Background: an optimization exercise with open tools, aiming at small area, a short achievable clock period and few clock cycles. Do not read the settings as production practice. At most, simulation tests tie the RTL to the original design; equivalence was not proved. The RTL of run 1 was laid out without a check of its function. No activity file was given, so power comes from the tool's default toggle rates.

==> flow/design.v (outline; a module is shown in full before it is edited, if it fits) <==
// module rtc_fields_to_epoch_seconds_unit: 1288 lines
module rtc_fields_to_epoch_seconds_unit (
  input  logic      clk,
  input  logic      rst,
  input  logic      start,
  output logic      busy,
  input  rfes_pkg::rfes_in_t  fields,
  output logic      done,
  output rfes_pkg::rfes_out_t result,
  input  logic      cfg_write,
  input  logic      cfg_index,
  input  logic      cfg_data
);
  // ...
==> flow/flow/run.sh <==
#!/bin/bash
# Standard layout, with the port buffers made of the smallest buffer cell and
# Yosys's generic fine-grained ABC pass skipped, so that the adders written as
# gates reach full-adder extraction as written.
set -euo pipefail
bash standard.sh SYNTH_ARGS=-noabc BUFFER_PORTS_ARGS="-buffer_cell sky130_fd_sc_hd__buf_1" finish > standard_flow.log 2>&1
==> flow/standard.sh <==
#!/bin/bash
# synth_recipe.tcl (not shown) runs the flow's synth.tcl, then flattens the netlist and writes it again
# the make line also repeats each setting of config.mk as NAME=value (left out here)
make -C /OpenROAD-flow-scripts/flow DESIGN_CONFIG=/design/flow/config.mk WORK_HOME=/design/flow/orfs CLKGATE_MAP_FILE= SYNTH_SCRIPT=/design/flow/synth_recipe.tcl "${@:-finish}"
==> flow/config.mk <==
export PLATFORM = sky130hd
export DESIGN_NAME = rtc_fields_to_epoch_seconds_unit
export DESIGN_NICKNAME = rtc_fields_to_epoch_seconds_unit
export VERILOG_FILES = /design/flow/design.v
export SDC_FILE = /design/flow/constraint.sdc
export NUM_CORES = 4
export LEC_CHECK = 0
export CAP_MARGIN = 20
export CORE_MARGIN = 2
export CORE_UTILIZATION = 40
export CTS_BUF_LIST = sky130_fd_sc_hd__clkbuf_8
export SETUP_SLACK_MARGIN = 4.5
export SLEW_MARGIN = 20
==> flow/constraint.sdc <==
create_clock -name core_clock -period 8.0 [get_ports {clk}]
set_input_delay 1.6000 -clock core_clock [delete_from_list [all_inputs] [get_ports {clk}]]
set_output_delay 1.6000 -clock core_clock [all_outputs]
set_load 0.01 [all_outputs]
==> flow_metrics.env, run 1 <==
export IMPL_p_per_area_nw_per_um2=492
export IMPL_worst_path_max_fanout=3
export IMPL_pwr_share_seq_pct=20.5
export IMPL_status="no timing/DRC/antenna violations"
export IMPL_synthSimpleGateAreaFrac_pct=11.4
export IMPL_crit_slowest_cell="dfxtp_2"
export IMPL_clkbuf_count=9
export IMPL_critPathLaunchType="flip-flop"
export IMPL_regArea_sq_um=1930
export IMPL_p_seq_uw=752
export IMPL_viasPerCell=4.86
export IMPL_multiInputGateArea_sq_um=4220
export IMPL_num_tap_cells=216
export IMPL_synth_top_area_share_pct=28.9
export IMPL_use_met2_pct=25.2
export IMPL_grt_pass1_vias=4635
export IMPL_cts_root_buf="clkbuf_8"
export IMPL_met1_usage_pct=23.3
export IMPL_ant_nets=0
export IMPL_avgRoutedWirePerCell_microns=14.7
export IMPL_rows=46
export IMPL_clkTransAtPathRegs_ns=0.10
export IMPL_dpl_hpwl_mm=11.3
export IMPL_cts_hold_buffers_added=0
export IMPL_initial_utilization_pct=41.0
export IMPL_r2r_setup_slack_ns=4.36
export IMPL_synth_fa_ha_area_share_pct=35.1
export IMPL_dpl_instance_area_sq_um=6820
export IMPL_worst_slack_ns=4.31
==> module rtc_fields_to_epoch_seconds_unit, before the edit <==
module rtc_fields_to_epoch_seconds_unit (
  input  logic      clk,
  input  logic      rst,
  input  logic      start,
  output logic      busy,
  input  rfes_pkg::rfes_in_t  fields,
  output logic      done,
  output rfes_pkg::rfes_out_t result,
  input  logic      cfg_write,
  input  logic      cfg_index,
  input  logic      cfg_data
);
  logic        bcd_mode;
  logic        twelve_hour_mode;
  always_ff @(posedge clk) begin
    if (rst) begin
      bcd_mode         <= 1'b1;
      twelve_hour_mode <= 1'b0;
    end else if (cfg_write) begin
      case (cfg_index)
        rfes_pkg::CFG_BCD_MODE:  bcd_mode         <= cfg_data;
        rfes_pkg::CFG_TWELVE_HR: twelve_hour_mode <= cfg_data;
        default:       bcd_mode         <= bcd_mode;
      endcase
    end
  end
  assign busy = 1'b0;
  logic [5:0]  sec6;
  logic [5:0]  min6;
  logic [4:0]  hv5;
  logic [4:0]  day5;
  logic [6:0]  yr7;
  logic [3:0]  mon4;
  logic [3:0]  h4;
  logic [4:0]  hr5;
  logic        leap;
  logic [3:0]  ml;
  logic [1:0]  fields_r;
  logic        err_sec, err_min, err_hr, err_day, err_mon, err_yr, err_all;
  logic t0;
  logic t1;
  logic t2;
  logic t3;
  logic t4;
  logic t5;
  logic t6;
  logic t7;
  logic t8;
  logic t9;
  logic t10;
  logic t11;
  logic t12;
  logic t13;
  logic t14;
  logic t15;
  logic t16;
  logic t17;
  logic t18;
  logic t19;
  logic t20;
  logic t21;
  logic t22;
  logic t23;
  logic t24;
  logic t25;
  logic t26;
  logic t27;
  logic t28;
  logic t29;
  logic t30;
  logic t31;
  logic t32;
  logic t33;
  logic t34;
  logic t35;
  logic t36;
  logic t37;
  logic t38;
  logic t39;
  logic t40;
  logic t41;
  logic t42;
  logic t43;
  logic t44;
  logic t45;
  logic t46;
  logic t47;
  logic t48;
  logic t49;
  logic t50;
  logic t51;
  logic t52;
  logic t53;
  logic t54;
  logic t55;
  logic t56;
  logic t57;
  logic t58;
  logic t59;
  logic t60;
  logic t61;
  logic t62;
  logic t63;
  logic t64;
  logic t65;
  logic t66;
  logic t67;
  logic t68;
  logic t69;
  logic t70;
  logic t71;
  logic t72;
  logic t73;
  logic t74;
  logic t75;
  logic t76;
  logic t77;
  logic t78;
  logic t79;
  logic t80;
  logic t81;
  logic t82;
  logic t83;
  logic t84;
  logic t85;
  logic t86;
  logic t87;
  logic t88;
  logic t89;
  logic t90;
  logic t91;
  logic t92;
  logic t93;
  logic t94;
  logic t95;
  logic t96;
  logic t97;
  logic t98;
  logic t99;
  logic t100;
  logic t101;
  logic t102;
  logic t103;
  logic t104;
  logic t105;
  logic t106;
  logic t107;
  logic t108;
  logic t109;
  logic t110;
  logic t111;
  logic t112;
  logic t113;
  logic t114;
  logic t115;
  logic t116;
  logic t117;
  logic t118;
  logic t119;
  logic t120;
  logic t121;
  logic t122;
  logic t123;
  logic t124;
  logic t125;
  logic t126;
  logic t127;
  logic t128;
  logic t129;
  logic t130;
  logic t131;
  logic t132;
  logic t133;
  logic t134;
  logic t135;
  assign t0 = bcd_mode & fields.raw_seconds[4];
  assign t1 = bcd_mode & fields.raw_seconds[5];
  assign t2 = bcd_mode ? fields.raw_seconds[6] : fields.raw_seconds[4];
  assign t3 = ~bcd_mode & fields.raw_seconds[5];
  assign t4 = ~bcd_mode & fields.raw_seconds[6];
  assign t5 = fields.raw_seconds[3] ^ fields.raw_seconds[4];
  assign t6 = fields.raw_seconds[3] & fields.raw_seconds[4];
  assign t7 = fields.raw_seconds[5] ^ t3;
  assign t8 = fields.raw_seconds[5] & t3;
  assign t9 = fields.raw_seconds[6] ^ t4;
  assign t10 = fields.raw_seconds[6] & t4;
  assign t11 = fields.raw_seconds[1] ^ t0;
  assign t12 = fields.raw_seconds[2] ^ t1;
  assign t13 = t2 ^ t5;
  assign t14 = t7 ^ t6;
  assign t15 = t9 ^ t8;
  assign t16 = fields.raw_seconds[1] & t0;
  assign t17 = fields.raw_seconds[2] & t1;
  assign t18 = t2 & t5;
  assign t19 = t7 & t6;
  assign t20 = t9 & t8;
  assign t21 = t17 | (t12 & t16);
  assign t22 = t12 & t11;
  assign t23 = t19 | (t14 & t18);
  assign t24 = t14 & t13;
  assign t25 = t18 | (t13 & t21);
  assign t26 = t13 & t22;
  assign t27 = t23 | (t24 & t21);
  assign t28 = t24 & t22;
  assign t29 = t20 | (t15 & t27);
  assign t30 = t12 ^ t16;
  assign t31 = t13 ^ t21;
  assign t32 = t14 ^ t25;
  assign t33 = t15 ^ t27;
  assign t34 = bcd_mode & fields.raw_minutes[4];
  assign t35 = bcd_mode & fields.raw_minutes[5];
  assign t36 = bcd_mode ? fields.raw_minutes[6] : fields.raw_minutes[4];
  assign t37 = ~bcd_mode & fields.raw_minutes[5];
  assign t38 = ~bcd_mode & fields.raw_minutes[6];
  assign t39 = fields.raw_minutes[3] ^ fields.raw_minutes[4];
  assign t40 = fields.raw_minutes[3] & fields.raw_minutes[4];
  assign t41 = fields.raw_minutes[5] ^ t37;
  assign t42 = fields.raw_minutes[5] & t37;
  assign t43 = fields.raw_minutes[6] ^ t38;
  assign t44 = fields.raw_minutes[6] & t38;
  assign t45 = fields.raw_minutes[1] ^ t34;
  assign t46 = fields.raw_minutes[2] ^ t35;
  assign t47 = t36 ^ t39;
  assign t48 = t41 ^ t40;
  assign t49 = t43 ^ t42;
  assign t50 = fields.raw_minutes[1] & t34;
  assign t51 = fields.raw_minutes[2] & t35;
  assign t52 = t36 & t39;
  assign t53 = t41 & t40;
  assign t54 = t43 & t42;
  assign t55 = t51 | (t46 & t50);
  assign t56 = t46 & t45;
  assign t57 = t53 | (t48 & t52);
  assign t58 = t48 & t47;
  assign t59 = t52 | (t47 & t55);
  assign t60 = t47 & t56;
  assign t61 = t57 | (t58 & t55);
  assign t62 = t58 & t56;
  assign t63 = t54 | (t49 & t61);
  assign t64 = t46 ^ t50;
  assign t65 = t47 ^ t55;
  assign t66 = t48 ^ t59;
  assign t67 = t49 ^ t61;
  assign t68 = bcd_mode & fields.raw_monthday[4];
  assign t69 = bcd_mode & fields.raw_monthday[5];
  assign t70 = ~bcd_mode & fields.raw_monthday[4];
  assign t71 = ~bcd_mode & fields.raw_monthday[5];
  assign t72 = fields.raw_monthday[3] ^ fields.raw_monthday[4];
  assign t73 = fields.raw_monthday[3] & fields.raw_monthday[4];
  assign t74 = fields.raw_monthday[5] ^ t71;
  assign t75 = fields.raw_monthday[5] & t71;
  assign t76 = fields.raw_monthday[1] ^ t68;
  assign t77 = fields.raw_monthday[2] ^ t69;
  assign t78 = t70 ^ t72;
  assign t79 = t74 ^ t73;
  assign t80 = fields.raw_monthday[1] & t68;
  assign t81 = fields.raw_monthday[2] & t69;
  assign t82 = t70 & t72;
  assign t83 = t74 & t73;
  assign t84 = t81 | (t77 & t80);
  assign t85 = t77 & t76;
  assign t86 = t83 | (t79 & t82);
  assign t87 = t82 | (t78 & t84);
  assign t88 = t78 & t85;
  assign t89 = t86 | (t79 & t84);
  assign t90 = t77 ^ t80;
  assign t91 = t78 ^ t84;
  assign t92 = t79 ^ t87;
  assign t93 = bcd_mode & fields.raw_year[4];
  assign t94 = bcd_mode & fields.raw_year[5];
  assign t95 = bcd_mode ? fields.raw_year[6] : fields.raw_year[4];
  assign t96 = bcd_mode ? fields.raw_year[7] : fields.raw_year[5];
  assign t97 = ~bcd_mode & fields.raw_year[6];
  assign t98 = ~bcd_mode & fields.raw_year[7];
  assign t99 = fields.raw_year[3] ^ fields.raw_year[4];
  assign t100 = fields.raw_year[3] & fields.raw_year[4];
  assign t101 = fields.raw_year[5] ^ t96;
  assign t102 = fields.raw_year[5] & t96;
  assign t103 = fields.raw_year[6] ^ t97;
  assign t104 = fields.raw_year[6] & t97;
  assign t105 = fields.raw_year[7] ^ t98;
  assign t106 = fields.raw_year[7] & t98;
  assign t107 = fields.raw_year[1] ^ t93;
  assign t108 = fields.raw_year[2] ^ t94;
  assign t109 = t95 ^ t99;
  assign t110 = t101 ^ t100;
  assign t111 = t103 ^ t102;
  assign t112 = t105 ^ t104;
  assign t113 = fields.raw_year[1] & t93;
  assign t114 = fields.raw_year[2] & t94;
  assign t115 = t95 & t99;
  assign t116 = t101 & t100;
  assign t117 = t103 & t102;
  assign t118 = t105 & t104;
  assign t119 = t114 | (t108 & t113);
  assign t120 = t108 & t107;
  assign t121 = t116 | (t110 & t115);
  assign t122 = t110 & t109;
  assign t123 = t118 | (t112 & t117);
  assign t124 = t115 | (t109 & t119);
  assign t125 = t109 & t120;
  assign t126 = t121 | (t122 & t119);
  assign t127 = t122 & t120;
  assign t128 = t117 | (t111 & t126);
  assign t129 = t111 & t127;
  assign t130 = t123 | (t112 & t126);
  assign t131 = t108 ^ t113;
  assign t132 = t109 ^ t119;
  assign t133 = t110 ^ t124;
  assign t134 = t111 ^ t126;
  assign t135 = t112 ^ t128;
  assign sec6 = {t33, t32, t31, t30, t11, fields.raw_seconds[0]};
  assign min6 = {t67, t66, t65, t64, t45, fields.raw_minutes[0]};
  always_comb begin
    if (!bcd_mode) begin
      hv5 = fields.raw_hours[4:0];
    end else if (fields.raw_hours[5]) begin
      hv5 = {3'b101, fields.raw_hours[1:0]};
    end else if (fields.raw_hours[4]) begin
      hv5 = rfes_pkg::plus10(fields.raw_hours[3:0]);
    end else begin
      hv5 = {1'b0, fields.raw_hours[3:0]};
    end
  end
  assign day5 = {t92, t91, t90, t76, fields.raw_monthday[0]};
  assign yr7 = {t135, t134, t133, t132, t131, t107, fields.raw_year[0]};
  always_comb begin
    err_sec = bcd_mode ? rfes_pkg::bcd_gt59(fields.raw_seconds) : rfes_pkg::gt8(fields.raw_seconds, 8'd59);
    err_min = bcd_mode ? rfes_pkg::bcd_gt59(fields.raw_minutes) : rfes_pkg::gt8(fields.raw_minutes, 8'd59);
    if (twelve_hour_mode) begin
      err_hr = bcd_mode ? rfes_pkg::bcd_bad_1_12(fields.raw_hours[6:0]) :
                          ((fields.raw_hours[6:0] == 7'd0) ||
                           rfes_pkg::gt8({1'b0, fields.raw_hours[6:0]}, 8'd12));
    end else begin
      err_hr = bcd_mode ? rfes_pkg::bcd_gt23(fields.raw_hours) : rfes_pkg::gt8(fields.raw_hours, 8'd23);
    end
    err_mon = bcd_mode ? (rfes_pkg::bcd_bad_1_12(fields.raw_month[6:0]) || fields.raw_month[7]) :
                         ((fields.raw_month == 8'd0) || rfes_pkg::gt8(fields.raw_month, 8'd12));
    err_yr  = bcd_mode ? rfes_pkg::bcd_gt99(fields.raw_year) : rfes_pkg::gt8(fields.raw_year, 8'd99);
  end
  always_comb begin
    if (bcd_mode && fields.raw_month[4]) begin
      mon4 = {1'b1, fields.raw_month[1], ~fields.raw_month[1], fields.raw_month[0]};
    end else begin
      mon4 = fields.raw_month[3:0];
    end
    if (bcd_mode && fields.raw_hours[4]) begin
      h4 = {1'b1, fields.raw_hours[1], ~fields.raw_hours[1], fields.raw_hours[0]};
    end else begin
      h4 = fields.raw_hours[3:0];
    end
    hr5 = twelve_hour_mode ? rfes_pkg::hour12(h4, fields.raw_hours[7]) : hv5;
    if (bcd_mode) begin
      leap = !fields.raw_year[0] && (fields.raw_year[1] == fields.raw_year[4]);
    end else begin
      leap = (fields.raw_year[1:0] == 2'b00);
    end
    ml[0] = (mon4 == 4'd2) && !leap;
    ml[1] = (mon4 == 4'd2) && leap;
    ml[2] = (mon4 == 4'd4) || (mon4 == 4'd6) || (mon4 == 4'd9) || (mon4 == 4'd11);
    ml[3] = !(ml[0] || ml[1] || ml[2]);
    err_day = (fields.raw_monthday == 8'd0) || rfes_pkg::day_gt(fields.raw_monthday, bcd_mode, ml);
    err_all = err_sec || err_min || err_hr || err_day || err_mon || err_yr;
    if (bcd_mode) begin
      fields_r = {fields.raw_year[1] ^ fields.raw_year[4], fields.raw_year[0]};
    end else begin
      fields_r = fields.raw_year[1:0];
    end
  end
  logic [12:1] mon_oh;
  assign mon_oh[1] = (mon4 == 4'd1);
  assign mon_oh[2] = (mon4 == 4'd2);
  assign mon_oh[3] = (mon4 == 4'd3);
  assign mon_oh[4] = (mon4 == 4'd4);
  assign mon_oh[5] = (mon4 == 4'd5);
  assign mon_oh[6] = (mon4 == 4'd6);
  assign mon_oh[7] = (mon4 == 4'd7);
  assign mon_oh[8] = (mon4 == 4'd8);
  assign mon_oh[9] = (mon4 == 4'd9);
  assign mon_oh[10] = (mon4 == 4'd10);
  assign mon_oh[11] = (mon4 == 4'd11);
  assign mon_oh[12] = (mon4 == 4'd12);
  logic        v_q;
  logic        err_q;
  logic [4:0]  q_q;
  logic [1:0]  r_q;
  logic [12:1] mon_q;    
  logic [4:0]  day_q;
  logic [4:0]  hr_q;
  logic [5:0]  min_q;
  logic [5:0]  sec_q;
  logic        leap_q;
  always_ff @(posedge clk) begin
    if (rst) begin
      v_q <= 1'b0;
    end else begin
      v_q <= start;
    end
  end
  always_ff @(posedge clk) begin
    err_q <= err_all;
    q_q   <= yr7[6:2];
    r_q   <= fields_r;
    mon_q <= mon_oh;
    day_q <= day5;
    hr_q  <= hr5;
    min_q <= min6;
    sec_q <= sec6;
    leap_q <= leap;
  end
  logic [31:0] epoch;
  logic [31:0] tab;
  assign tab[0] = 1'b0;
  assign tab[1] = 1'b0;
  assign tab[2] = 1'b0;
  assign tab[3] = 1'b0;
  assign tab[4] = 1'b0;
  assign tab[5] = 1'b0;
  assign tab[6] = 1'b0;
  assign tab[7] = (mon_q[1] & ~leap_q) | (mon_q[2] & leap_q) | mon_q[4] | mon_q[5] | mon_q[8] | mon_q[11] | mon_q[12];
  assign tab[8] = (mon_q[1] & ~leap_q) | mon_q[5] | mon_q[7] | mon_q[8] | mon_q[10] | mon_q[11];
  assign tab[9] = mon_q[1] | (mon_q[2] & ~leap_q) | mon_q[4] | mon_q[5] | mon_q[6] | mon_q[7] | mon_q[11];
  assign tab[10] = mon_q[3] | mon_q[5] | mon_q[6] | mon_q[10];
  assign tab[11] = mon_q[3] | mon_q[4] | mon_q[10] | mon_q[11] | mon_q[12];
  assign tab[12] = (mon_q[1] & leap_q) | (mon_q[2] & leap_q) | mon_q[5] | mon_q[6] | mon_q[12];
  assign tab[13] = (mon_q[1] & leap_q) | (mon_q[2] & ~leap_q) | mon_q[4] | mon_q[5] | mon_q[7] | mon_q[9] | mon_q[10];
  assign tab[14] = mon_q[1] | (mon_q[2] & leap_q) | mon_q[4] | mon_q[5] | mon_q[6] | mon_q[7] | mon_q[8];
  assign tab[15] = (mon_q[1] & ~leap_q) | (mon_q[2] & ~leap_q) | mon_q[3] | mon_q[5] | mon_q[6] | mon_q[10] | mon_q[11];
  assign tab[16] = (mon_q[1] & leap_q) | (mon_q[2] & ~leap_q) | mon_q[4] | mon_q[6] | mon_q[7] | mon_q[9] | mon_q[11] | mon_q[12];
  assign tab[17] = (mon_q[1] & ~leap_q) | mon_q[2] | mon_q[8] | mon_q[9] | mon_q[10] | mon_q[11] | mon_q[12];
  assign tab[18] = 1'b0;
  assign tab[19] = mon_q[1] | mon_q[3] | mon_q[5] | mon_q[7] | mon_q[9] | mon_q[11];
  assign tab[20] = mon_q[2] | mon_q[3] | mon_q[6] | mon_q[7] | mon_q[10] | mon_q[11];
  assign tab[21] = mon_q[2] | mon_q[5] | mon_q[7] | mon_q[8] | mon_q[10];
  assign tab[22] = mon_q[1] | mon_q[2] | mon_q[4] | mon_q[5] | mon_q[8] | mon_q[11];
  assign tab[23] = mon_q[3] | mon_q[4] | mon_q[5] | mon_q[9] | mon_q[10] | mon_q[11];
  assign tab[24] = mon_q[6] | mon_q[7] | mon_q[8] | mon_q[9] | mon_q[10] | mon_q[11];
  assign tab[25] = mon_q[12];
  assign tab[26] = 1'b0;
  assign tab[27] = 1'b0;
  assign tab[28] = 1'b0;
  assign tab[29] = 1'b0;
  assign tab[30] = 1'b0;
  assign tab[31] = 1'b0;
  logic t136;
  logic t137;
  logic t138;
  logic t139;
  logic t140;
  logic t141;
  logic t142;
  logic t143;
  logic t144;
  logic t145;
  logic t146;
  logic t147;
  logic t148;
  logic t149;
  logic t150;
  logic t151;
  logic t152;
  logic t153;
  logic t154;
  logic t155;
  logic t156;
  logic t157;
  logic t158;
  logic t159;
  logic t160;
  logic t161;
  logic t162;
  logic t163;
  logic t164;
  logic t165;
  logic t166;
  logic t167;
  logic t168;
  logic t169;
  logic t170;
  logic t171;
  logic t172;
  logic t173;
  logic t174;
  logic t175;
  logic t176;
  logic t177;
  logic t178;
  logic t179;
  logic t180;
  logic t181;
  logic t182;
  logic t183;
  logic t184;
  logic t185;
  logic t186;
  logic t187;
  logic t188;
  logic t189;
  logic t190;
  logic t191;
  logic t192;
  logic t193;
  logic t194;
  logic t195;
  logic t196;
  logic t197;
  logic t198;
  logic t199;
  logic t200;
  logic t201;
  logic t202;
  logic t203;
  logic t204;
  logic t205;
  logic t206;
  logic t207;
  logic t208;
  logic t209;
  logic t210;
  logic t211;
  logic t212;
  logic t213;
  logic t214;
  logic t215;
  logic t216;
  logic t217;
  logic t218;
  logic t219;
  logic t220;
  logic t221;
  logic t222;
  logic t223;
  logic t224;
  logic t225;
  logic t226;
  logic t227;
  logic t228;
  logic t229;
  logic t230;
  logic t231;
  logic t232;
  logic t233;
  logic t234;
  logic t235;
  logic t236;
  logic t237;
  logic t238;
  logic t239;
  logic t240;
  logic t241;
  logic t242;
  logic t243;
  logic t244;
  logic t245;
  logic t246;
  logic t247;
  logic t248;
  logic t249;
  logic t250;
  logic t251;
  logic t252;
  logic t253;
  logic t254;
  logic t255;
  logic t256;
  logic t257;
  logic t258;
  logic t259;
  logic t260;
  logic t261;
  logic t262;
  logic t263;
  logic t264;
  logic t265;
  logic t266;
  logic t267;
  logic t268;
  logic t269;
  logic t270;
  logic t271;
  logic t272;
  logic t273;
  logic t274;
  logic t275;
  logic t276;
  logic t277;
  logic t278;
  logic t279;
  logic t280;
  logic t281;
  logic t282;
  logic t283;
  logic t284;
  logic t285;
  logic t286;
  logic t287;
  logic t288;
  logic t289;
  logic t290;
  logic t291;
  logic t292;
  logic t293;
  logic t294;
  logic t295;
  logic t296;
  logic t297;
  logic t298;
  logic t299;
  logic t300;
  logic t301;
  logic t302;
  logic t303;
  logic t304;
  logic t305;
  logic t306;
  logic t307;
  logic t308;
  logic t309;
  logic t310;
  logic t311;
  logic t312;
  logic t313;
  logic t314;
  logic t315;
  logic t316;
  logic t317;
  logic t318;
  logic t319;
  logic t320;
  logic t321;
  logic t322;
  logic t323;
  logic t324;
  logic t325;
  logic t326;
  logic t327;
  logic t328;
  logic t329;
  logic t330;
  logic t331;
  logic t332;
  logic t333;
  logic t334;
  logic t335;
  logic t336;
  logic t337;
  logic t338;
  logic t339;
  logic t340;
  logic t341;
  logic t342;
  logic t343;
  logic t344;
  logic t345;
  logic t346;
  logic t347;
  logic t348;
  logic t349;
  logic t350;
  logic t351;
  logic t352;
  logic t353;
  logic t354;
  logic t355;
  logic t356;
  logic t357;
  logic t358;
  logic t359;
  logic t360;
  logic t361;
  logic t362;
  logic t363;
  logic t364;
  logic t365;
  logic t366;
  logic t367;
  logic t368;
  logic t369;
  logic t370;
  logic t371;
  logic t372;
  logic t373;
  logic t374;
  logic t375;
  logic t376;
  logic t377;
  logic t378;
  logic t379;
  logic t380;
  logic t381;
  logic t382;
  logic t383;
  logic t384;
  logic t385;
  logic t386;
  logic t387;
  logic t388;
  logic t389;
  logic t390;
  logic t391;
  logic t392;
  logic t393;
  logic t394;
  logic t395;
  logic t396;
  logic t397;
  logic t398;
  logic t399;
  logic t400;
  logic t401;
  logic t402;
  logic t403;
  logic t404;
  logic t405;
  logic t406;
  logic t407;
  logic t408;
  logic t409;
  logic t410;
  logic t411;
  logic t412;
  logic t413;
  logic t414;
  logic t415;
  logic t416;
  logic t417;
  logic t418;
  logic t419;
  logic t420;
  logic t421;
  logic t422;
  logic t423;
  logic t424;
  logic t425;
  logic t426;
  logic t427;
  logic t428;
  assign t136 = ~q_q[0] ^ day_q[0];
  assign t137 = ~q_q[0] & day_q[0];
  assign t138 = ~q_q[1] ^ day_q[1] ^ day_q[0];
  assign t139 = (~q_q[1] & day_q[1]) | (day_q[0] & (~q_q[1] ^ day_q[1]));
  assign t140 = ~q_q[2] ^ day_q[2];
  assign t141 = ~q_q[2] & day_q[2];
  assign t142 = ~q_q[3] ^ day_q[3] ^ day_q[2];
  assign t143 = (~q_q[3] & day_q[3]) | (day_q[2] & (~q_q[3] ^ day_q[3]));
  assign t144 = ~q_q[4] ^ day_q[4] ^ day_q[3];
  assign t145 = (~q_q[4] & day_q[4]) | (day_q[3] & (~q_q[4] ^ day_q[4]));
  assign t146 = day_q[4] ^ day_q[0];
  assign t147 = day_q[4] & day_q[0];
  assign t148 = q_q[0] ^ day_q[1];
  assign t149 = q_q[0] & day_q[1];
  assign t150 = q_q[1] ^ day_q[2];
  assign t151 = q_q[1] & day_q[2];
  assign t152 = q_q[2] ^ day_q[3];
  assign t153 = q_q[2] & day_q[3];
  assign t154 = q_q[3] ^ day_q[4] ^ day_q[2];
  assign t155 = (q_q[3] & day_q[4]) | (day_q[2] & (q_q[3] ^ day_q[4]));
  assign t156 = q_q[4] ^ ~q_q[0];
  assign t157 = q_q[4] & ~q_q[0];
  assign t158 = hr_q[3] ^ ~min_q[5] ^ min_q[1];
  assign t159 = (hr_q[3] & ~min_q[5]) | (min_q[1] & (hr_q[3] ^ ~min_q[5]));
  assign t160 = hr_q[4] ^ min_q[2] ^ ~r_q[1];
  assign t161 = (hr_q[4] & min_q[2]) | (~r_q[1] & (hr_q[4] ^ min_q[2]));
  assign t162 = tab[8] ^ t137;
  assign t163 = tab[8] & t137;
  assign t164 = day_q[1] ^ ~hr_q[0] ^ min_q[3];
  assign t165 = (day_q[1] & ~hr_q[0]) | (min_q[3] & (day_q[1] ^ ~hr_q[0]));
  assign t166 = tab[9] ^ t140 ^ t139;
  assign t167 = (tab[9] & t140) | (t139 & (tab[9] ^ t140));
  assign t168 = ~hr_q[1] ^ min_q[4] ^ r_q[0];
  assign t169 = (~hr_q[1] & min_q[4]) | (r_q[0] & (~hr_q[1] ^ min_q[4]));
  assign t170 = tab[10] ^ t141 ^ t142;
  assign t171 = (tab[10] & t141) | (t142 & (tab[10] ^ t141));
  assign t172 = ~hr_q[2] ^ min_q[5] ^ r_q[1];
  assign t173 = (~hr_q[2] & min_q[5]) | (r_q[1] & (~hr_q[2] ^ min_q[5]));
  assign t174 = tab[11] ^ t144 ^ t143;
  assign t175 = (tab[11] & t144) | (t143 & (tab[11] ^ t144));
  assign t176 = ~hr_q[3] ^ hr_q[0] ^ ~r_q[0];
  assign t177 = (~hr_q[3] & hr_q[0]) | (~r_q[0] & (~hr_q[3] ^ hr_q[0]));
  assign t178 = tab[12] ^ t146 ^ t145;
  assign t179 = (tab[12] & t146) | (t145 & (tab[12] ^ t146));
  assign t180 = ~hr_q[4] ^ hr_q[1] ^ ~r_q[1];
  assign t181 = (~hr_q[4] & hr_q[1]) | (~r_q[1] & (~hr_q[4] ^ hr_q[1]));
  assign t182 = tab[13] ^ t148 ^ t147;
  assign t183 = (tab[13] & t148) | (t147 & (tab[13] ^ t148));
  assign t184 = day_q[0] ^ hr_q[2] ^ r_q[0];
  assign t185 = (day_q[0] & hr_q[2]) | (r_q[0] & (day_q[0] ^ hr_q[2]));
  assign t186 = tab[14] ^ t150 ^ t149;
  assign t187 = (tab[14] & t150) | (t149 & (tab[14] ^ t150));
  assign t188 = day_q[1] ^ hr_q[3] ^ r_q[1];
  assign t189 = (day_q[1] & hr_q[3]) | (r_q[1] & (day_q[1] ^ hr_q[3]));
  assign t190 = tab[15] ^ t152 ^ t151;
  assign t191 = (tab[15] & t152) | (t151 & (tab[15] ^ t152));
  assign t192 = day_q[0] ^ hr_q[4] ^ r_q[0];
  assign t193 = (day_q[0] & hr_q[4]) | (r_q[0] & (day_q[0] ^ hr_q[4]));
  assign t194 = tab[16] ^ t153 ^ t154;
  assign t195 = (tab[16] & t153) | (t154 & (tab[16] ^ t153));
  assign t196 = day_q[3] ^ day_q[1] ^ r_q[1];
  assign t197 = (day_q[3] & day_q[1]) | (r_q[1] & (day_q[3] ^ day_q[1]));
  assign t198 = tab[17] ^ t156 ^ t155;
  assign t199 = (tab[17] & t156) | (t155 & (tab[17] ^ t156));
  assign t200 = ~q_q[1] ^ day_q[4] ^ day_q[2];
  assign t201 = (~q_q[1] & day_q[4]) | (day_q[2] & (~q_q[1] ^ day_q[4]));
  assign t202 = 1'b1 ^ t157;
  assign t203 = 1'b1 & t157;
  assign t204 = ~q_q[2] ^ q_q[0] ^ day_q[3];
  assign t205 = (~q_q[2] & q_q[0]) | (day_q[3] & (~q_q[2] ^ q_q[0]));
  assign t206 = ~q_q[3] ^ q_q[1];
  assign t207 = ~q_q[3] & q_q[1];
  assign t208 = ~q_q[4] ^ q_q[2];
  assign t209 = ~q_q[4] & q_q[2];
  assign t210 = ~r_q[0] ^ tab[7];
  assign t211 = ~r_q[0] & tab[7];
  assign t212 = t138 ^ t160 ^ t159;
  assign t213 = (t138 & t160) | (t159 & (t138 ^ t160));
  assign t214 = t164 ^ t161 ^ t163;
  assign t215 = (t164 & t161) | (t163 & (t164 ^ t161));
  assign t216 = t168 ^ t165 ^ t170;
  assign t217 = (t168 & t165) | (t170 & (t168 ^ t165));
  assign t218 = t172 ^ t169 ^ t174;
  assign t219 = (t172 & t169) | (t174 & (t172 ^ t169));
  assign t220 = t176 ^ t173 ^ t178;
  assign t221 = (t176 & t173) | (t178 & (t176 ^ t173));
  assign t222 = t180 ^ t177 ^ t182;
  assign t223 = (t180 & t177) | (t182 & (t180 ^ t177));
  assign t224 = t184 ^ t181 ^ t186;
  assign t225 = (t184 & t181) | (t186 & (t184 ^ t181));
  assign t226 = t188 ^ t185 ^ t190;
  assign t227 = (t188 & t185) | (t190 & (t188 ^ t185));
  assign t228 = t192 ^ t189 ^ t191;
  assign t229 = (t192 & t189) | (t191 & (t192 ^ t189));
  assign t230 = t196 ^ t193 ^ t198;
  assign t231 = (t196 & t193) | (t198 & (t196 ^ t193));
  assign t232 = t200 ^ t197 ^ t202;
  assign t233 = (t200 & t197) | (t202 & (t200 ^ t197));
  assign t234 = tab[19] ^ t204 ^ t201;
  assign t235 = (tab[19] & t204) | (t201 & (tab[19] ^ t204));
  assign t236 = day_q[4] ^ tab[20] ^ t206;
  assign t237 = (day_q[4] & tab[20]) | (t206 & (day_q[4] ^ tab[20]));
  assign t238 = ~r_q[0] ^ tab[21] ^ t208;
  assign t239 = (~r_q[0] & tab[21]) | (t208 & (~r_q[0] ^ tab[21]));
  assign t240 = q_q[3] ^ ~r_q[1] ^ tab[22];
  assign t241 = (q_q[3] & ~r_q[1]) | (tab[22] & (q_q[3] ^ ~r_q[1]));
  assign t242 = q_q[4] ^ ~q_q[0];
  assign t243 = q_q[4] & ~q_q[0];
  assign t244 = ~min_q[0] ^ sec_q[2];
  assign t245 = ~min_q[0] & sec_q[2];
  assign t246 = ~min_q[1] ^ sec_q[3];
  assign t247 = ~min_q[1] & sec_q[3];
  assign t248 = hr_q[0] ^ ~min_q[2] ^ sec_q[4];
  assign t249 = (hr_q[0] & ~min_q[2]) | (sec_q[4] & (hr_q[0] ^ ~min_q[2]));
  assign t250 = hr_q[1] ^ ~min_q[3] ^ sec_q[5];
  assign t251 = (hr_q[1] & ~min_q[3]) | (sec_q[5] & (hr_q[1] ^ ~min_q[3]));
  assign t252 = hr_q[2] ^ ~min_q[4] ^ min_q[0];
  assign t253 = (hr_q[2] & ~min_q[4]) | (min_q[0] & (hr_q[2] ^ ~min_q[4]));
  assign t254 = t136 ^ t210 ^ t158;
  assign t255 = (t136 & t210) | (t158 & (t136 ^ t210));
  assign t256 = t211 ^ t162 ^ t212;
  assign t257 = (t211 & t162) | (t212 & (t211 ^ t162));
  assign t258 = t166 ^ t213 ^ t214;
  assign t259 = (t166 & t213) | (t214 & (t166 ^ t213));
  assign t260 = t167 ^ t215 ^ t216;
  assign t261 = (t167 & t215) | (t216 & (t167 ^ t215));
  assign t262 = t171 ^ t218 ^ t217;
  assign t263 = (t171 & t218) | (t217 & (t171 ^ t218));
  assign t264 = t175 ^ t220 ^ t219;
  assign t265 = (t175 & t220) | (t219 & (t175 ^ t220));
  assign t266 = t179 ^ t222 ^ t221;
  assign t267 = (t179 & t222) | (t221 & (t179 ^ t222));
  assign t268 = t183 ^ t224 ^ t223;
  assign t269 = (t183 & t224) | (t223 & (t183 ^ t224));
  assign t270 = t187 ^ t226 ^ t225;
  assign t271 = (t187 & t226) | (t225 & (t187 ^ t226));
  assign t272 = t194 ^ t228 ^ t227;
  assign t273 = (t194 & t228) | (t227 & (t194 ^ t228));
  assign t274 = t195 ^ t229 ^ t230;
  assign t275 = (t195 & t229) | (t230 & (t195 ^ t229));
  assign t276 = t199 ^ t232 ^ t231;
  assign t277 = (t199 & t232) | (t231 & (t199 ^ t232));
  assign t278 = t203 ^ t234 ^ t233;
  assign t279 = (t203 & t234) | (t233 & (t203 ^ t234));
  assign t280 = t205 ^ t236 ^ t235;
  assign t281 = (t205 & t236) | (t235 & (t205 ^ t236));
  assign t282 = t207 ^ t238 ^ t237;
  assign t283 = (t207 & t238) | (t237 & (t207 ^ t238));
  assign t284 = t209 ^ t240 ^ t239;
  assign t285 = (t209 & t240) | (t239 & (t209 ^ t240));
  assign t286 = tab[23] ^ t242 ^ t241;
  assign t287 = (tab[23] & t242) | (t241 & (tab[23] ^ t242));
  assign t288 = ~q_q[1] ^ tab[24] ^ t243;
  assign t289 = (~q_q[1] & tab[24]) | (t243 & (~q_q[1] ^ tab[24]));
  assign t290 = ~q_q[2] ^ r_q[0] ^ tab[25];
  assign t291 = (~q_q[2] & r_q[0]) | (tab[25] & (~q_q[2] ^ r_q[0]));
  assign t292 = ~q_q[3] ^ r_q[1];
  assign t293 = ~q_q[3] & r_q[1];
  assign t294 = ~q_q[4] ^ q_q[0] ^ 1'b1;
  assign t295 = (~q_q[4] & q_q[0]) | (1'b1 & (~q_q[4] ^ q_q[0]));
  assign t296 = 1'b1 ^ t244;
  assign t297 = t246 ^ t245;
  assign t298 = t248 ^ t247;
  assign t299 = t250 ^ t249;
  assign t300 = t252 ^ t251;
  assign t301 = t254 ^ t253;
  assign t302 = t256 ^ t255;
  assign t303 = t258 ^ t257;
  assign t304 = t260 ^ t259;
  assign t305 = t262 ^ t261;
  assign t306 = t264 ^ t263;
  assign t307 = t266 ^ t265;
  assign t308 = t268 ^ t267;
  assign t309 = t270 ^ t269;
  assign t310 = t272 ^ t271;
  assign t311 = 1'b0 ^ 1'b0;
  assign t312 = 1'b1 & t244;
  assign t313 = t246 & t245;
  assign t314 = t248 & t247;
  assign t315 = t250 & t249;
  assign t316 = t252 & t251;
  assign t317 = t254 & t253;
  assign t318 = t256 & t255;
  assign t319 = t258 & t257;
  assign t320 = t260 & t259;
  assign t321 = t262 & t261;
  assign t322 = t264 & t263;
  assign t323 = t266 & t265;
  assign t324 = t268 & t267;
  assign t325 = t270 & t269;
  assign t326 = t272 & t271;
  assign t327 = 1'b0 & 1'b0;
  assign t328 = t313 | (t297 & t312);
  assign t329 = t297 & t296;
  assign t330 = t315 | (t299 & t314);
  assign t331 = t299 & t298;
  assign t332 = t317 | (t301 & t316);
  assign t333 = t301 & t300;
  assign t334 = t319 | (t303 & t318);
  assign t335 = t303 & t302;
  assign t336 = t321 | (t305 & t320);
  assign t337 = t305 & t304;
  assign t338 = t323 | (t307 & t322);
  assign t339 = t307 & t306;
  assign t340 = t325 | (t309 & t324);
  assign t341 = t309 & t308;
  assign t342 = t327 | (t311 & t326);
  assign t343 = t314 | (t298 & t328);
  assign t344 = t298 & t329;
  assign t345 = t330 | (t331 & t328);
  assign t346 = t331 & t329;
  assign t347 = t318 | (t302 & t332);
  assign t348 = t302 & t333;
  assign t349 = t334 | (t335 & t332);
  assign t350 = t335 & t333;
  assign t351 = t322 | (t306 & t336);
  assign t352 = t306 & t337;
  assign t353 = t338 | (t339 & t336);
  assign t354 = t339 & t337;
  assign t355 = t326 | (t310 & t340);
  assign t356 = t310 & t341;
  assign t357 = t342 | (t311 & t340);
  assign t358 = t316 | (t300 & t345);
  assign t359 = t300 & t346;
  assign t360 = t332 | (t333 & t345);
  assign t361 = t333 & t346;
  assign t362 = t347 | (t348 & t345);
  assign t363 = t348 & t346;
  assign t364 = t349 | (t350 & t345);
  assign t365 = t350 & t346;
  assign t366 = t324 | (t308 & t353);
  assign t367 = t308 & t354;
  assign t368 = t340 | (t341 & t353);
  assign t369 = t341 & t354;
  assign t370 = t355 | (t356 & t353);
  assign t371 = t356 & t354;
  assign t372 = t357 | (t311 & t353);
  assign t373 = t320 | (t304 & t364);
  assign t374 = t304 & t365;
  assign t375 = t336 | (t337 & t364);
  assign t376 = t337 & t365;
  assign t377 = t351 | (t352 & t364);
  assign t378 = t352 & t365;
  assign t379 = t353 | (t354 & t364);
  assign t380 = t354 & t365;
  assign t381 = t366 | (t367 & t364);
  assign t382 = t367 & t365;
  assign t383 = t368 | (t369 & t364);
  assign t384 = t369 & t365;
  assign t385 = t370 | (t371 & t364);
  assign t386 = t371 & t365;
  assign t387 = t372 | (t311 & t364);
  assign t388 = t297 ^ t312;
  assign t389 = t298 ^ t328;
  assign t390 = t299 ^ t343;
  assign t391 = t300 ^ t345;
  assign t392 = t301 ^ t358;
  assign t393 = t302 ^ t360;
  assign t394 = t303 ^ t362;
  assign t395 = t304 ^ t364;
  assign t396 = t305 ^ t373;
  assign t397 = t306 ^ t375;
  assign t398 = t307 ^ t377;
  assign t399 = t308 ^ t379;
  assign t400 = t309 ^ t381;
  assign t401 = t310 ^ t383;
  assign t402 = t311 ^ t385;
  assign t403 = t274 ^ t273;
  assign t404 = t274 & t273;
  assign t405 = t276 ^ t275;
  assign t406 = t276 & t275;
  assign t407 = t278 ^ t277;
  assign t408 = t278 & t277;
  assign t409 = t280 ^ t279;
  assign t410 = t280 & t279;
  assign t411 = t282 ^ t281;
  assign t412 = t282 & t281;
  assign t413 = t284 ^ t283;
  assign t414 = t284 & t283;
  assign t415 = t286 ^ t285;
  assign t416 = t286 & t285;
  assign t417 = t288 ^ t287;
  assign t418 = t288 & t287;
  assign t419 = t290 ^ t289;
  assign t420 = t290 & t289;
  assign t421 = t292 ^ t291;
  assign t422 = t292 & t291;
  assign t423 = t294 ^ t293;
  assign t424 = t294 & t293;
  assign t425 = q_q[1] ^ t295;
  assign t426 = q_q[1] & t295;
  assign t427 = q_q[2] ^ 1'b1;
  assign t428 = q_q[2] & 1'b1;
  logic        v2_q;
  logic        err2_q;
  logic        lo_q_0;
  logic        lo_q_1;
  logic        lo_q_2;
  logic        lo_q_3;
  logic        lo_q_4;
  logic        lo_q_5;
  logic        lo_q_6;
  logic        lo_q_7;
  logic        lo_q_8;
  logic        lo_q_9;
  logic        lo_q_10;
  logic        lo_q_11;
  logic        lo_q_12;
  logic        lo_q_13;
  logic        lo_q_14;
  logic        lo_q_15;
  logic        lo_q_16;
  logic        cy_q;
  logic        p_q_17;
  logic        g_q_17;
  logic        p_q_18;
  logic        g_q_18;
  logic        p_q_19;
  logic        g_q_19;
  logic        p_q_20;
  logic        g_q_20;
  logic        p_q_21;
  logic        g_q_21;
  logic        p_q_22;
  logic        g_q_22;
  logic        p_q_23;
  logic        g_q_23;
  logic        p_q_24;
  logic        g_q_24;
  logic        p_q_25;
  logic        g_q_25;
  logic        p_q_26;
  logic        g_q_26;
  logic        p_q_27;
  logic        g_q_27;
  logic        p_q_28;
  logic        g_q_28;
  logic        p_q_29;
  logic        g_q_29;
  logic        p_q_30;
  logic        p_q_31;
  always_ff @(posedge clk) begin
    if (rst) begin
      v2_q <= 1'b0;
    end else begin
      v2_q <= v_q;
    end
  end
  always_ff @(posedge clk) begin
    err2_q <= err_q;
    lo_q_0 <= sec_q[0];
    lo_q_1 <= sec_q[1];
    lo_q_2 <= t296;
    lo_q_3 <= t388;
    lo_q_4 <= t389;
    lo_q_5 <= t390;
    lo_q_6 <= t391;
    lo_q_7 <= t392;
    lo_q_8 <= t393;
    lo_q_9 <= t394;
    lo_q_10 <= t395;
    lo_q_11 <= t396;
    lo_q_12 <= t397;
    lo_q_13 <= t398;
    lo_q_14 <= t399;
    lo_q_15 <= t400;
    lo_q_16 <= t401;
    cy_q <= t402;
    p_q_17 <= t403;
    g_q_17 <= t404;
    p_q_18 <= t405;
    g_q_18 <= t406;
    p_q_19 <= t407;
    g_q_19 <= t408;
    p_q_20 <= t409;
    g_q_20 <= t410;
    p_q_21 <= t411;
    g_q_21 <= t412;
    p_q_22 <= t413;
    g_q_22 <= t414;
    p_q_23 <= t415;
    g_q_23 <= t416;
    p_q_24 <= t417;
    g_q_24 <= t418;
    p_q_25 <= t419;
    g_q_25 <= t420;
    p_q_26 <= t421;
    g_q_26 <= t422;
    p_q_27 <= t423;
    g_q_27 <= t424;
    p_q_28 <= t425;
    g_q_28 <= t426;
    p_q_29 <= t427;
    g_q_29 <= t428;
    p_q_30 <= q_q[3];
    p_q_31 <= q_q[4];
  end
  logic t429;
  logic t430;
  logic t431;
  logic t432;
  logic t433;
  logic t434;
  logic t435;
  logic t436;
  logic t437;
  logic t438;
  logic t439;
  logic t440;
  logic t441;
  logic t442;
  logic t443;
  logic t444;
  logic t445;
  logic t446;
  logic t447;
  logic t448;
  logic t449;
  logic t450;
  logic t451;
  logic t452;
  logic t453;
  logic t454;
  logic t455;
  logic t456;
  logic t457;
  logic t458;
  logic t459;
  logic t460;
  logic t461;
  logic t462;
  logic t463;
  logic t464;
  logic t465;
  logic t466;
  logic t467;
  logic t468;
  logic t469;
  logic t470;
  logic t471;
  logic t472;
  logic t473;
  logic t474;
  logic t475;
  logic t476;
  logic t477;
  logic t478;
  logic t479;
  logic t480;
  logic t481;
  logic t482;
  logic t483;
  logic t484;
  logic t485;
  logic t486;
  logic t487;
  logic t488;
  logic t489;
  logic t490;
  logic t491;
  logic t492;
  logic t493;
  logic t494;
  logic t495;
  logic t496;
  logic t497;
  logic t498;
  logic t499;
  logic t500;
  logic t501;
  logic t502;
  logic t503;
  assign t429 = g_q_17 | (p_q_17 & cy_q);
  assign t430 = p_q_17 & 1'b0;
  assign t431 = g_q_19 | (p_q_19 & g_q_18);
  assign t432 = p_q_19 & p_q_18;
  assign t433 = g_q_21 | (p_q_21 & g_q_20);
  assign t434 = p_q_21 & p_q_20;
  assign t435 = g_q_23 | (p_q_23 & g_q_22);
  assign t436 = p_q_23 & p_q_22;
  assign t437 = g_q_25 | (p_q_25 & g_q_24);
  assign t438 = p_q_25 & p_q_24;
  assign t439 = g_q_27 | (p_q_27 & g_q_26);
  assign t440 = p_q_27 & p_q_26;
  assign t441 = g_q_29 | (p_q_29 & g_q_28);
  assign t442 = p_q_29 & p_q_28;
  assign t443 = 1'b0 | (p_q_31 & 1'b0);
  assign t444 = g_q_18 | (p_q_18 & t429);
  assign t445 = p_q_18 & t430;
  assign t446 = t431 | (t432 & t429);
  assign t447 = t432 & t430;
  assign t448 = g_q_22 | (p_q_22 & t433);
  assign t449 = p_q_22 & t434;
  assign t450 = t435 | (t436 & t433);
  assign t451 = t436 & t434;
  assign t452 = g_q_26 | (p_q_26 & t437);
  assign t453 = p_q_26 & t438;
  assign t454 = t439 | (t440 & t437);
  assign t455 = t440 & t438;
  assign t456 = 1'b0 | (p_q_30 & t441);
  assign t457 = p_q_30 & t442;
  assign t458 = t443 | (p_q_31 & t441);
  assign t459 = g_q_20 | (p_q_20 & t446);
  assign t460 = p_q_20 & t447;
  assign t461 = t433 | (t434 & t446);
  assign t462 = t434 & t447;
  assign t463 = t448 | (t449 & t446);
  assign t464 = t449 & t447;
  assign t465 = t450 | (t451 & t446);
  assign t466 = t451 & t447;
  assign t467 = g_q_28 | (p_q_28 & t454);
  assign t468 = p_q_28 & t455;
  assign t469 = t441 | (t442 & t454);
  assign t470 = t442 & t455;
  assign t471 = t456 | (t457 & t454);
  assign t472 = t457 & t455;
  assign t473 = t458 | (p_q_31 & t454);
  assign t474 = g_q_24 | (p_q_24 & t465);
  assign t475 = p_q_24 & t466;
  assign t476 = t437 | (t438 & t465);
  assign t477 = t438 & t466;
  assign t478 = t452 | (t453 & t465);
  assign t479 = t453 & t466;
  assign t480 = t454 | (t455 & t465);
  assign t481 = t455 & t466;
  assign t482 = t467 | (t468 & t465);
  assign t483 = t468 & t466;
  assign t484 = t469 | (t470 & t465);
  assign t485 = t470 & t466;
  assign t486 = t471 | (t472 & t465);
  assign t487 = t472 & t466;
  assign t488 = t473 | (p_q_31 & t465);
  assign t489 = p_q_17 ^ cy_q;
  assign t490 = p_q_18 ^ t429;
  assign t491 = p_q_19 ^ t444;
  assign t492 = p_q_20 ^ t446;
  assign t493 = p_q_21 ^ t459;
  assign t494 = p_q_22 ^ t461;
  assign t495 = p_q_23 ^ t463;
  assign t496 = p_q_24 ^ t465;
  assign t497 = p_q_25 ^ t474;
  assign t498 = p_q_26 ^ t476;
  assign t499 = p_q_27 ^ t478;
  assign t500 = p_q_28 ^ t480;
  assign t501 = p_q_29 ^ t482;
  assign t502 = p_q_30 ^ t484;
  assign t503 = p_q_31 ^ t486;
  assign epoch = {t503, t502, t501, t500, t499, t498, t497, t496, t495, t494, t493, t492, t491, t490, t489, lo_q_16, lo_q_15, lo_q_14, lo_q_13, lo_q_12, lo_q_11, lo_q_10, lo_q_9, lo_q_8, lo_q_7, lo_q_6, lo_q_5, lo_q_4, lo_q_3, lo_q_2, lo_q_1, lo_q_0};
  assign done   = v2_q;
  assign result = {epoch, err2_q};
endmodule
==> run 2, diff against run 1 <==
--- a/flow/design.v
+++ b/flow/design.v
@@ -581,15 +581,11 @@
   end
-  logic [12:1] mon_oh;
-  assign mon_oh[1] = (mon4 == 4'd1);
-  assign mon_oh[2] = (mon4 == 4'd2);
-  assign mon_oh[3] = (mon4 == 4'd3);
-  assign mon_oh[4] = (mon4 == 4'd4);
-  assign mon_oh[5] = (mon4 == 4'd5);
-  assign mon_oh[6] = (mon4 == 4'd6);
-  assign mon_oh[7] = (mon4 == 4'd7);
-  assign mon_oh[8] = (mon4 == 4'd8);
-  assign mon_oh[9] = (mon4 == 4'd9);
-  assign mon_oh[10] = (mon4 == 4'd10);
-  assign mon_oh[11] = (mon4 == 4'd11);
-  assign mon_oh[12] = (mon4 == 4'd12);
+  logic [3:0]  mona;
+  logic [2:0]  monb;
+  assign mona[0] = (mon4 == 4'd1) || (mon4 == 4'd5) || (mon4 == 4'd9);
+  assign mona[1] = (mon4 == 4'd2) || (mon4 == 4'd6) || (mon4 == 4'd10);
+  assign mona[2] = (mon4 == 4'd3) || (mon4 == 4'd7) || (mon4 == 4'd11);
+  assign mona[3] = (mon4 == 4'd4) || (mon4 == 4'd8) || (mon4 == 4'd12);
+  assign monb[0] = (mon4 == 4'd1) || (mon4 == 4'd2) || (mon4 == 4'd3) || (mon4 == 4'd4);
+  assign monb[1] = (mon4 == 4'd5) || (mon4 == 4'd6) || (mon4 == 4'd7) || (mon4 == 4'd8);
+  assign monb[2] = (mon4 == 4'd9) || (mon4 == 4'd10) || (mon4 == 4'd11) || (mon4 == 4'd12);
   logic        v_q;
@@ -598,3 +594,4 @@
   logic [1:0]  r_q;
-  logic [12:1] mon_q;    
+  logic [3:0]  mona_q;   
+  logic [2:0]  monb_q;   
   logic [4:0]  day_q;
@@ -615,3 +612,4 @@
     r_q   <= fields_r;
-    mon_q <= mon_oh;
+    mona_q <= mona;
+    monb_q <= monb;
     day_q <= day5;
@@ -624,2 +622,15 @@
   logic [31:0] tab;
+  logic [12:1] mon_q;
+  assign mon_q[1] = mona_q[0] & monb_q[0];
+  assign mon_q[2] = mona_q[1] & monb_q[0];
+  assign mon_q[3] = mona_q[2] & monb_q[0];
+  assign mon_q[4] = mona_q[3] & monb_q[0];
+  assign mon_q[5] = mona_q[0] & monb_q[1];
+  assign mon_q[6] = mona_q[1] & monb_q[1];
+  assign mon_q[7] = mona_q[2] & monb_q[1];
+  assign mon_q[8] = mona_q[3] & monb_q[1];
+  assign mon_q[9] = mona_q[0] & monb_q[2];
+  assign mon_q[10] = mona_q[1] & monb_q[2];
+  assign mon_q[11] = mona_q[2] & monb_q[2];
+  assign mon_q[12] = mona_q[3] & monb_q[2];
   assign tab[0] = 1'b0;
--- a/flow/config.mk
+++ b/flow/config.mk
@@ -11,3 +11,4 @@
 export CTS_BUF_LIST = sky130_fd_sc_hd__clkbuf_8
-export SETUP_SLACK_MARGIN = 4.5
+export GPL_TIMING_DRIVEN = 1
+export SETUP_SLACK_MARGIN = 4.2
 export SLEW_MARGIN = 20
==> run 2 against run 1 <==
Effect of this change: still clean on timing, DRC and antenna; count of clock-buffer cells in the layout stayed put; power shrank 13%; register-to-register slack lost 0.03 ns; global-route usage decreased by 0.27 points; worst hold slack worse by 0.0045 ns; utilization shrank 3.2 points; clock skew increased by 0.00073 ns; flip-flop and latch count decreased by 5; synthesized area grew 2.3%; largest power group unchanged.
==> flow_metrics.env, run 2 <==
export IMPL_grt_pass1_vias=4627
export IMPL_p_leak_uw=0.00325
export IMPL_fillCellCount=1665
export IMPL_min_period_ns=3.67
export IMPL_yosysSeqAreaShare_pct=26.7
export IMPL_syn_area_sq_um=6670
export IMPL_cts_hold_buffers_added=0
export IMPL_htreeDepth=3
export IMPL_initial_utilization_pct=40.5
export IMPL_io_pins=89
export IMPL_drive_gt1_share_pct=7.43
export IMPL_drc=0
export IMPL_clockBufferDepth=2
export IMPL_synth_top_area_share_pct=26.7
export IMPL_synth_commonest_cells="89 x dfxtp_1, 79 x inv_1, 76 x fa_1"
export IMPL_viasPerCell=4.84
export IMPL_clk_latency_ns=0.38
export IMPL_worst_path_max_fanout=4
export IMPL_syn_avg_cell_area_sq_um=9.67
export IMPL_setup_tns_ns=0
export IMPL_core_sq_um=16500
export IMPL_rsz0062_at_grt="true"
export IMPL_num_vias=4650
export IMPL_cts_tree="yes"
export IMPL_area_growth_synth_to_final_pct=8.33
export IMPL_gp_congestion=0.926
export IMPL_final_common_cell="buf_1"
export IMPL_critPathArrivalTime_ns=3.99
export IMPL_clkTransAtPathRegs_ns=0.10
export IMPL_post_route_period_util_pct=45.9
export IMPL_synthTopCellsByArea="dfxtp_1 27%, fa_1 23%, ha_1 11%"
export IMPL_finalMaxSlewViolations=0
export IMPL_synth_ff_type="dfxtp_1"
export IMPL_port_buffers=87
export IMPL_layout_common_cells="84 x buf_1, 79 x inv_1, 76 x dfxtp_1"
export IMPL_grt_start_max_net_pins=31
export IMPL_p_per_area_nw_per_um2=443
export IMPL_setup_violations_final=0
export IMPL_clock_skew_ns=0.0162
export IMPL_cts_buffers=9
export IMPL_hold_viol_final=0
export IMPL_n_antenna_cell=0
export IMPL_largestRegisters="min_q x6, sec_q x6"
export IMPL_worst_slew_pin_slew_ns=0.576
export IMPL_hold_path_class="reg -> reg"
export IMPL_use_met2_pct=24.3
export IMPL_relSlewSlack_pct=61.6
export IMPL_overflow=0
export IMPL_fin_util_pct=43.9
export IMPL_final_nets=926
export IMPL_avgRoutedWirePerCell_microns=14.2
export IMPL_drtPass1Iterations=4
export IMPL_synth_nets=881
export IMPL_maxCapViolations=0
export IMPL_ant_nets=0
export IMPL_dp_slack_ns=4.09
export IMPL_rows=47
export IMPL_synth_edf_count=0
export IMPL_drt_wl_total_mm=13.6
export IMPL_clkSinkCount=89
export IMPL_status="no timing/DRC/antenna violations"
export IMPL_grtUsageMet3_pct=3.31
export IMPL_syn_inst=690
export IMPL_yosysWarningCount=1
export IMPL_synthArstFlopShare_pct=0
export IMPL_antenna_found_initial=0
export IMPL_worst_slack_ns=4.33
export IMPL_top_usage_layer="met2"
export IMPL_synth_cell_types=62
export IMPL_met1_usage_pct=22.8
export IMPL_die_h_microns=133
export IMPL_yosys_area_top_type="dfxtp_1"
export IMPL_yosysMostFrequentCell="dfxtp_1"
export IMPL_totalPowerFinal_uw=3200
export IMPL_end_kind="flip-flop"
export IMPL_fp_dieW_microns=133
export IMPL_cts_root_buf="clkbuf_8"
export IMPL_ir_worst_vdd_mv=0.296
export IMPL_drt_iter0_drc=201
export IMPL_die_area_sq_um=17700
export IMPL_ys_ff_latch=89
export IMPL_grt_pass1_wl_mm=22.7
export IMPL_critPathRequiredTime_ns=8.31
export IMPL_fmax_mhz=272
export IMPL_grtUsageTotal_pct=16.1
export IMPL_crit_type="reg -> reg"
export IMPL_dpl_hpwl_mm=11.1
export IMPL_critPathLaunchType="flip-flop"
## run 2: kinds of logic after synthesis
| family | share of synthesized area, % |
|---|---|
| flip-flops | 26.7 |
| AO/OA/AOI/OAI | 13.3 |
| AND/OR/NAND/NOR | 11.0 |
| other | 0.0562 |
| multiplexers | 0.469 |
| XOR/XNOR | 4.20 |
| adder cells (fa/ha/maj) | 34.3 |
| buffers and inverters | 10.1 |
## run 2: cell type report
class	instances	area, sq um	area share, %
Clock buffer	9	124	1.71
Clock inverter	7	78.8	1.09
Inverter	80	300	4.16
Multi-Input combinational cell	463	4280	59.2
Sequential cell	89	1800	25.0
Tap cell	220	275	3.81
Timing Repair Buffer	92	368	5.09
## run 2: worst max-delay path, cell delays in order (launching register included)
cell      delay [ns]
dfxtp_4         0.38
inv_1           0.07
fa_1            0.48
inv_1           0.05
fa_1            0.52
fa_1            0.44
fa_1            0.57
ha_4            0.23
a21oi_4         0.13
nand2b_1        0.08
a21oi_2         0.14
o21bai_2        0.10
a41oi_2         0.25
xnor2_1         0.13
## run 2: timing repair
item	in CTS	in global routing
resized for setup	9	24
endpoints found under the setup margin	6	11
pin swaps	6	10
hold endpoints to repair	0	0
setup buffers	2	2
## run 2: per-stage QoR
step / instance area, sq um / instances / hold slack (ns)
CTS: 7160 / 958 / 0.333
global route: 7230 / 960 / 0.341
detailed placement: 6910 / 940 / 0.312
finish: 7230 / 960 / 0.331
global placement: 6910 / 940 / 0.310
floorplan: 6670 / 690 / 0.310
## run 2: power breakdown
part	internal [uW]	total, uW	switching, uW
Clock	147	318	171
Sequential	625	728	103
Combinational	1030	2160	1120
## run 2: final timing paths
| kind | from | endpoint | slack (ns) | depth (start not counted) |
|---|---|---|---|---|
| setup / recovery | day_q[4] | lo_q_16 | 4.33 | 13 |
| hold / removal | sec_q[0] | lo_q_0 | 0.33 | 0 |
| setup reg to reg | day_q[4] | lo_q_16 | 4.33 | 13 |
| hold reg to reg | sec_q[0] | lo_q_0 | 0.33 | 0 |
## run 2: routing by layer
metal	vias up	part of all wire, %
li1	2359	-
met1	2150	49
met2	122	43
met3	19	5.7
met4	0	2.3
met5	-	0
Testbench counts of run 2, summed over its fixed seeds: cycles 2,112.
==> run 3, diff against run 2 <==
--- a/flow/config.mk
+++ b/flow/config.mk
@@ -9,5 +9,4 @@
 export CORE_MARGIN = 2
-export CORE_UTILIZATION = 40
+export CORE_UTILIZATION = 50
 export CTS_BUF_LIST = sky130_fd_sc_hd__clkbuf_8
-export GPL_TIMING_DRIVEN = 1
 export SETUP_SLACK_MARGIN = 4.2
==> run 3 against run 2 <==
Effect of this change: utilization is 11 points higher; highest routed layer unchanged; largest cell class unchanged; clock power is 4% lower; flip-flop and latch count stayed put; die area is 19% lower; register-to-register slack hardly changed; worst hold slack hardly changed; design area is 0.21% lower; count of clock-buffer cells in the layout is 2 higher; still clean on timing, DRC and antenna; critical path depth stayed put.
==> flow_metrics.env, run 3 <==
export IMPL_grt_pass1_wl_mm=22.1
export IMPL_clkSinkCount=89
export IMPL_syn_inst=690
export IMPL_status="no timing/DRC/antenna violations"
export IMPL_rr_startpoint="day_q[3]"
export IMPL_synth_edf_count=0
export IMPL_largestRegisters="min_q x6, sec_q x6"
export IMPL_p_per_area_nw_per_um2=460
export IMPL_setup_violations_final=0
export IMPL_cts_tree="yes"
export IMPL_fmax_mhz=271
export IMPL_min_period_ns=3.69
export IMPL_viasPerCell=5.10
export IMPL_fp_dieW_microns=120
export IMPL_n_antenna_cell=0
export IMPL_hold_path_class="reg -> reg"
export IMPL_grt_pass1_vias=4579
export IMPL_avgRoutedWirePerCell_microns=15.1
export IMPL_hold_viol_final=0
export IMPL_cts_hold_buffers_added=0
export IMPL_io_pins=89
export IMPL_r2r_setup_slack_ns=4.31
export IMPL_drt_wl_total_mm=13.8
export IMPL_critPathArrivalTime_ns=3.97
export IMPL_num_vias=4678
export IMPL_port_buffers=87
export IMPL_yosysWarningCount=1
export IMPL_gp_congestion=0.890
export IMPL_synth_top_area_share_pct=26.7
export IMPL_ys_ff_latch=89
export IMPL_drtPass1Iterations=4
export IMPL_cts_buffers=9
export IMPL_clkTransAtPathRegs_ns=0.09
export IMPL_overflow=0
export IMPL_critPathLaunchType="flip-flop"
export IMPL_crit_type="reg -> reg"
export IMPL_clk_latency_ns=0.37
export IMPL_relSlewSlack_pct=34.8
export IMPL_yosys_area_top_type="dfxtp_1"
export IMPL_synth_nets=881
export IMPL_core_sq_um=13100
export IMPL_finalMaxSlewViolations=0
export IMPL_dpl_instance_area_sq_um=6850
export IMPL_antenna_found_initial=0
export IMPL_rows=42
export IMPL_totalPowerFinal_uw=3320
export IMPL_drt_iter0_drc=205
export IMPL_worst_path_max_fanout=3
export IMPL_hold_depth=0
export IMPL_ir_worst_vdd_mv=0.265
export IMPL_maxCapViolations=0
export IMPL_cts_root_buf="clkbuf_8"
export IMPL_die_area_sq_um=14300
export IMPL_final_common_cell="buf_1"
export IMPL_synth_commonest_cells="89 x dfxtp_1, 79 x inv_1, 76 x fa_1"
export IMPL_hold_path_startpoint="sec_q[0]"
export IMPL_htreeDepth=3
export IMPL_initial_utilization_pct=50.8
export IMPL_final_nets=928
export IMPL_synth_ff_type="dfxtp_1"
export IMPL_rsz0062_at_grt="true"
export IMPL_p_leak_uw=0.00326
export IMPL_drc=0
export IMPL_dpl_hpwl_mm=11.4
export IMPL_stdcell_area_sq_um=7210
export IMPL_hold_end="lo_q_0"
export IMPL_post_route_period_util_pct=46.1
export IMPL_crit_slowest_cell="fa_1"
export IMPL_critPathRequiredTime_ns=8.29
export IMPL_grtUsageTotal_pct=19.8
export IMPL_end_kind="flip-flop"
export IMPL_synth_cell_types=62
export IMPL_area_growth_synth_to_final_pct=8.10
export IMPL_reg2reg_to="lo_q_16"
export IMPL_rr_worst_depth=13
export IMPL_worst_slew_pin_slew_ns=0.977
export IMPL_die_h_microns=120
export IMPL_yosysSeqAreaShare_pct=26.7
export IMPL_clockBufferDepth=2
export IMPL_grt_start_max_net_pins=31
export IMPL_drive_gt1_share_pct=7.56
export IMPL_crit_path_frequent_cell="fa_1"
export IMPL_setup_tns_ns=0
export IMPL_synthTopCellsByArea="dfxtp_1 27%, fa_1 23%, ha_1 11%"
export IMPL_worstPathCellList="inv_4 > fa_1 > inv_1 > fa_1 > fa_1 > fa_1 > ha_4 > a21oi_4 > nand2b_1 > a21oi_2 > o21bai_4 > a41oi_2 > xnor2_1"
export IMPL_cp_slowest_stage_delay_ns=0.53
export IMPL_layout_common_cells="85 x buf_1, 79 x inv_1, 78 x dfxtp_1"
export IMPL_fin_hold_ws_ns=0.332
export IMPL_ant_nets=0
export IMPL_synthArstFlopShare_pct=0
export IMPL_syn_avg_cell_area_sq_um=9.67
export IMPL_yosysMostFrequentCell="dfxtp_1"
export IMPL_clock_skew_ns=0.0149
export IMPL_fin_util_pct=54.9
export IMPL_syn_area_sq_um=6670
run 3: worst max path at each step:
stage / start / endpoint / slack [ns] / cells after the start
2_1_floorplan: mona_q[0] / lo_q_16 / 4.32 / 14
3_3_place_gp: day_q[4] / lo_q_16 / 4.15 / 13
3_5_place_dp: monb_q[2] / cy_q / 4.08 / 13
4_1_cts: cy_q / result[32] / 4.21 / 9
5_1_grt: cy_q / result[31] / 4.17 / 9
6_report: day_q[3] / lo_q_16 / 4.31 / 13
run 3: critical path: cells and delay by family, from the launching register on:
family	cells	cell delay (ns)
and+or+nand+nor	1	0.08
AOI/OAI and AO/OA	4	0.69
buffers and inverters	2	0.11
xor gates and xnor gates	1	0.14
adders and majority gates	5	2.20
DFF	1	0.38
run 3: cell type report:
cell class	instances	area, sq um
Timing Repair Buffer	94	382
Clock inverter	4	43.8
Multi-Input combinational cell	463	4310
Sequential cell	89	1800
Inverter	80	303
Fill cell	1233	5930
Clock buffer	11	151
Tap cell	176	220
run 3: layer usage:
layer | GRT usage, % | share of wire, % | wire length, microns
met4 | 7.87 | 2.0 | 281
met5 | 0 | 0 | 0
met3 | 2.52 | 4.2 | 578
met1 | 26.5 | 46 | 6380
met2 | 32.8 | 48 | 6600
run 3: where the power goes:
group	switching [uW]	internal [uW]	leakage, uW
sequential	103	624	0.000748
combinational	1210	1080	0.00241
clock	146	157	0.000106
run 3: what timing repair did:
action,in CTS,in global routing
pin swaps,2,7
resized for setup,9,27
setup buffers,1,6
setup endpoints to repair,6,11
run 3: cells by family (layout without fill, tap and decap cells):
family	Yosys count	in the layout	share of synthesized area, %
xor+xnor	32	32	4.20
simple gates	151	151	11.0
flops	89	89	26.7
buf+inv	138	189	10.1
other cells	1	1	0.0562
compound gates	139	139	13.3
fa+ha+maj	137	137	34.3
mux	3	3	0.469
run 3: through the flow:
stage / setup WS (ns) / std cells
final: 4.31 / 917
after detailed placement: 4.08 / 895
after CTS: 4.21 / 911
after floorplan: 4.32 / 690
after global routing: 4.17 / 917
after global placement: 4.15 / 895

[static timing again, ports no longer ideal]
In the flow no input, the clock included, has a driving cell. The finished layouts below were timed again as built, in two steps.
Step 1: set_driving_cell puts a clkbuf_16 on clk and a buf_2 on each other input, an assumption about the parent block.
Step 2 moves the port delays by t, midway between the first and last clock arrival at a register: inputs arrive t later, outputs are due t later. That takes back most of the time a late clock gives input paths.
a / b / c = ideal ports / drivers / drivers and shift; a / b = the first two.
run | t (ns) | setup WS [ns] | clock arrival spread, ns
run 1 | 0.411 | 4.310 / 4.275 / 4.356 | 0.016 / 0.016
run 2 | 0.410 | 4.325 / 4.292 / 4.325 | 0.016 / 0.016
run 3 | 0.392 | 4.314 / 4.284 / 4.314 | 0.015 / 0.015
After both steps every run listed still meets setup and hold.
